From an optimization exercise on the open Yosys and OpenROAD flow, aimed at small area, a short achievable clock period and few clock cycles per item; shortcuts taken in it are not production practice.
In this exercise RTL edits were held to simulation tests only and were not proved equivalent to the original.

==> inputs of 08-25 <==
Design fir_sym_mc, start of the top module:
module fir_sym_mc #(
   parameter int WL     = 14,
   parameter int CW     = 14,
   parameter int TAPS   = 37,
   parameter int NCH    = 2,
   parameter int OUT_WL = 20,
   parameter int SHIFT  = 13,
   localparam int F     = (TAPS + 1) / 2,
   localparam int CHW   = (NCH > 1) ? $clog2(NCH) : 1,
   localparam int AW    = (F > 1) ? $clog2(F) : 1
) (
   input  logic                     clk,
   input  logic                     rst,
   input  logic                     in_valid,
   output logic                     in_ready,
   input  logic [CHW-1:0]           in_ch,
   input  logic signed [WL-1:0]     in_data,
   output logic                     out_valid,
   input  logic                     out_ready,
   output logic [CHW-1:0]           out_ch,
   output logic signed [OUT_WL-1:0] out_data,
   output logic                     out_sat,
   input  logic                     coef_we,
   input  logic [AW-1:0]            coef_addr,
   input  logic signed [CW-1:0]     coef_wdata
);
export LEC_CHECK = 0
export CAP_MARGIN = 20
export CORE_MARGIN = 2
export CORE_UTILIZATION = 40
export SLEW_MARGIN = 20
create_clock -name core_clock -period 12.0 [get_ports {clk}]
run.sh (not shown) runs the stock make flow with config.mk's settings and CLKGATE_MAP_FILE= SYNTH_SCRIPT=/design/flow/synth_recipe.tcl, a recipe that flattens the netlist after the stock synthesis.
==> 05-21 (differences from 08-25) <==
==> flow/flow/run.sh (new file) <==
#!/bin/bash
# The standard layout (the standard.sh: standard synthesis, then ORFS floorplan to
# finish), with the setup repair asked to aim below the clock period: repair_timing only
# works on paths with less slack than SETUP_SLACK_MARGIN, and with the default margin it
# stops once the 12 ns constraint is met. The SDC and every other setting are unchanged.
set -euo pipefail
bash standard.sh SETUP_SLACK_MARGIN=8.0 finish > standard_flow.log 2>&1
==> flow/standard.sh (new file) <==
#!/bin/bash
# synth_recipe.tcl (not shown) runs the flow's synth.tcl, then flattens the netlist and writes it again
# the make line also repeats each setting of config.mk as NAME=value (left out here)
make -C /OpenROAD-flow-scripts/flow DESIGN_CONFIG=/design/flow/config.mk WORK_HOME=/design/flow/orfs CLKGATE_MAP_FILE= SYNTH_SCRIPT=/design/flow/synth_recipe.tcl "${@:-finish}"
- CORE_UTILIZATION: 40 -> 55
removed: flow/run.sh
==> reports/results.ini <==
[status]
outcome=timing/DRC/antenna clean

[final_layout]
seqCellArea_um2=66000
final-clk-cell-share=0.0485
nonClockBufferCount=1002

[setup_path]
worstPathMaxFanout=14
r2r-end=m4013
path_cells=a22oi_1 -> xnor2_1 -> fa_1 -> inv_1 -> fa_1 -> inv_1 -> fa_1 -> fa_1
reg2reg_depth=8

[routing]
drtIter0Drc=22800

[sta]
finalCritPeriodShare=0.346

[power]
ir_worst_vdd_mv=0.758

(the above is from 05-21)
==> reports/results.ini <==
[final_layout]
final-clk-cell-share=0.0527
fin_util=0.437
seqCellArea_um2=65800

[setup_path]
reg2reg_depth=11
r2r-end=pk0[13]
worstPathMaxFanout=43

[sta]
fin_skew_ps=81.4
finalCritPeriodShare=0.420

[routing]
route.met3.wl_um=95100
drtIter0Drc=20900

[power]
switching_share=0.465
ir_worst_vdd_mv=0.918

[status]
outcome=timing/DRC/antenna clean

[logic_synthesis]
synth_flop_cell=edfxtp_1

(the above is from 08-25)
Testbench counts of 08-25, summed over its fixed seeds: cycles 2,088, items 2,048.
Testbench counts of 05-21, summed over its fixed seeds: cycles 2,088, items 2,048.

---

==> wip/zinc: inputs <==
fir_sym_mc, a different RTL version from the one above (not shown whole).
==> flow/config.mk <==
export PLATFORM = sky130hd
export DESIGN_NAME = fir_sym_mc
export DESIGN_NICKNAME = fir_sym_mc
export VERILOG_FILES = /design/flow/design.v
export SDC_FILE = /design/flow/constraint.sdc
export NUM_CORES = 4
export LEC_CHECK = 0
export CAP_MARGIN = 20
export CORE_MARGIN = 2
export CORE_UTILIZATION = 60
export CTS_CLUSTER_DIAMETER = 100
export CTS_CLUSTER_SIZE = 20
export SLEW_MARGIN = 20
==> flow/constraint.sdc <==
create_clock -name core_clock -period 12.0 [get_ports {clk}]
set_input_delay 2.4000 -clock core_clock [delete_from_list [all_inputs] [get_ports {clk}]]
set_output_delay 2.4000 -clock core_clock [all_outputs]
set_load 0.01 [all_outputs]
standard.sh (not shown) runs the stock make flow with config.mk's settings and CLKGATE_MAP_FILE= SYNTH_SCRIPT=/design/flow/synth_recipe.tcl, a recipe that flattens the netlist after the stock synthesis.
==> flow/flow/run.sh <==
#!/bin/bash
# The standard layout (the standard.sh) in two parts, with two changes to how the layout
# is made; the SDC and every other setting are unchanged:
#  1. After the standard synthesis, flow/fixinv.py removes inverters that Yosys's full-adder
#     extraction leaves between full-adder cells (a full adder with all inputs and outputs
#     inverted is the same cell), then the flow goes on from that netlist.
#  2. Setup repair aims below the clock period: repair_timing only works on paths with less
#     slack than SETUP_SLACK_MARGIN, and with the default margin it stops once the 12 ns
#     constraint is met.
set -euo pipefail
R=orfs/results/sky130hd/fir_sym_mc/base
bash standard.sh synth > standard_synth.log 2>&1
cp $R/1_2_yosys.v $R/1_2_yosys.std.v
python3 flow/fixinv.py $R/1_2_yosys.std.v $R/1_2_yosys.v > fixinv.log 2>&1
rm -f $R/1_synth.odb $R/1_synth.sdc
bash standard.sh SETUP_SLACK_MARGIN=8.3 finish > standard_flow.log 2>&1
Other scripts of this flow, unchanged in this note and not shown: flow/flow/fixinv.py
==> wip/willow (differences from wip/zinc) <==
--- a/flow/design.v
+++ b/flow/design.v
@@ -14977,44 +14977,41 @@
       end else begin
          r_data = yv[19:0]; r_sat = 1'b0;
       end
    end
    logic push;
    assign push = c10_v;
-   localparam int NQ = 6;
-   logic [21:0] qm [NQ];
-   logic [2:0] wp, rp, rp1;
-   logic [3:0]  qn, qn_up, qn_dn;
-   logic [21:0] nd, q_stay, q_adv, od;
-   logic        ov;
+   localparam int NB = 5;
+   logic [21:0] hd;
+   logic        hv;
+   logic [21:0] bq [NB];
+   logic [2:0] wp, rp;
+   logic [2:0]  bc;
+   logic [21:0] nd, bh, hsrc;
+   logic        take, bnz;
    assign nd = {c10_ch, r_sat, r_data};
-   assign pop = ov & out_ready;
-   assign rp1 = (rp == NQ - 1) ? '0 : rp + 1'b1;
-   assign q_stay = (push && wp == rp) ? nd : qm[rp];
-   assign q_adv = (push && wp == rp1) ? nd : qm[rp1];
-   assign qn_up = qn + {3'd0, push};
-   assign qn_dn = qn_up - 4'd1;
-   assign out_valid = ov;
-   assign out_ch = od[21];
-   assign out_sat = od[20];
-   assign out_data = od[19:0];
+   assign pop = hv & out_ready;
+   assign take = ~hv | out_ready;
+   assign bnz = (bc != 3'd0);
+   assign bh = bq[rp];
+   assign hsrc = bnz ? bh : nd;
+   assign out_valid = hv;
+   assign out_ch = hd[21];
+   assign out_sat = hd[20];
+   assign out_data = hd[19:0];
    always_ff @(posedge clk) begin
-      if (push) qm[wp] <= nd;
-      od <= pop ? q_adv : q_stay;
+      if (push) bq[wp] <= nd;
+      if (take) hd <= hsrc;
       if (rst) begin
-         ov <= 1'b0;
+         hv <= 1'b0;
          wp <= '0;
          rp <= '0;
-         qn <= 4'd0;
+         bc <= 3'd0;
       end else begin
-         if (push) wp <= (wp == NQ - 1) ? '0 : wp + 1'b1;
-         if (pop) begin
-            rp <= rp1;
-            qn <= qn_dn;
-            ov <= (qn_dn != 4'd0);
-         end else begin
-            qn <= qn_up;
-            ov <= (qn_up != 4'd0);
-         end
+         if (take) hv <= bnz | push;
+         if (push & ~(take & ~bnz)) wp <= (wp == NB - 1) ? '0 : wp + 1'b1;
+         if (take & bnz) rp <= (rp == NB - 1) ? '0 : rp + 1'b1;
+         if ((push & ~(take & ~bnz)) & ~(take & bnz)) bc <= bc + 3'd1;
+         else if (~(push & ~(take & ~bnz)) & (take & bnz)) bc <= bc - 3'd1;
       end
    end
 endmodule
CTS_CLUSTER_DIAMETER = unset   (was 100)
CTS_CLUSTER_SIZE = unset   (was 20)
==> impl_metrics.json <==
{
  "path_clk_slew_ns": 0.08,
  "detail_route.wl_per_cell_um": 44.34,
  "grt_use_met2_pct": 69.82,
  "fin_hold_ws_ns": 0.3350,
  "track_usage_pct": 52.80,
  "n_sequential_cell": 2521,
  "critPathTopFamily": "compound AO/OA/AOI/OAI gates",
  "p_comb_mw": 36.2,
  "run_status": "timing/DRC/antenna clean",
  "wire_length_of_the_first_global_routing_pass_mm": 1019,
  "critical_path.endpoint_type": "flop",
  "buf_share_pct": 7.198
}
The numbers above come from wip/zinc.

==> impl_metrics.json <==
{
  "track_usage_pct": 51.25,
  "drv.max_cap_violation_count": 1,
  "critical_path.endpoint_type": "primary output",
  "wire_length_of_the_first_global_routing_pass_mm": 979.9,
  "instance_count_on_the_critical_path": 1,
  "grt_use_met2_pct": 67.84,
  "fin_hold_ws_ns": 0.3283,
  "buf_share_pct": 7.131,
  "p_comb_mw": 34.5,
  "layout.area.top_class": "multi-input combinational cells",
  "run_status": "complete, but fails checks",
  "check.faults": "max-capacitance violations, max-slew violations",
  "critPathTopFamily": "flip-flops",
  "data_required_critical_path_ns": 9.60,
  "pins_over_slew_limit": 3,
  "path_clk_slew_ns": 0.06
}
The numbers above come from wip/willow.

Testbench counts of wip/zinc, summed over its fixed seeds: cycles 2,088, items 2,048.
Testbench counts of wip/willow, summed over its fixed seeds: cycles 2,088, items 2,048.

[re-timing with driven ports]
How much do the figures lean on ideal ports? The routed layouts below were timed once more, with nothing changed but the port constraints.
Step 1: set_driving_cell puts a clkbuf_16 on clk and a buf_2 on each other input, an assumption about the parent block.
Step 2, shift: input delay + t, output delay - t, t = (earliest + latest rising clock arrival at the registers) / 2. This alone moves slack from input paths to output paths.
a / b / c = ideal / step 1 / step 2; a / b = the first two.
run | shift t [ns] | setup WS [ns] | hold WS [ns] | cell pins on the clock port's net
08-25 | 1.099 | 6.957 / 6.957 / 6.957 | 0.318 / 0.318 / 0.318 | 1
05-21 | 1.063 | 7.843 / 7.843 / 7.301 | 0.329 / 0.329 / 0.329 | 1
wip/zinc | 1.029 | 8.181 / 8.108 / 7.452 | 0.335 / 0.335 / 0.335 | 1
wip/willow | 1.055 | 8.110 / 7.993 / 7.526 | 0.328 / 0.328 / 0.328 | 1
The setup slack of wip/zinc, which loses most, moves by -0.073 ns with the drivers and by -0.729 ns with both steps.
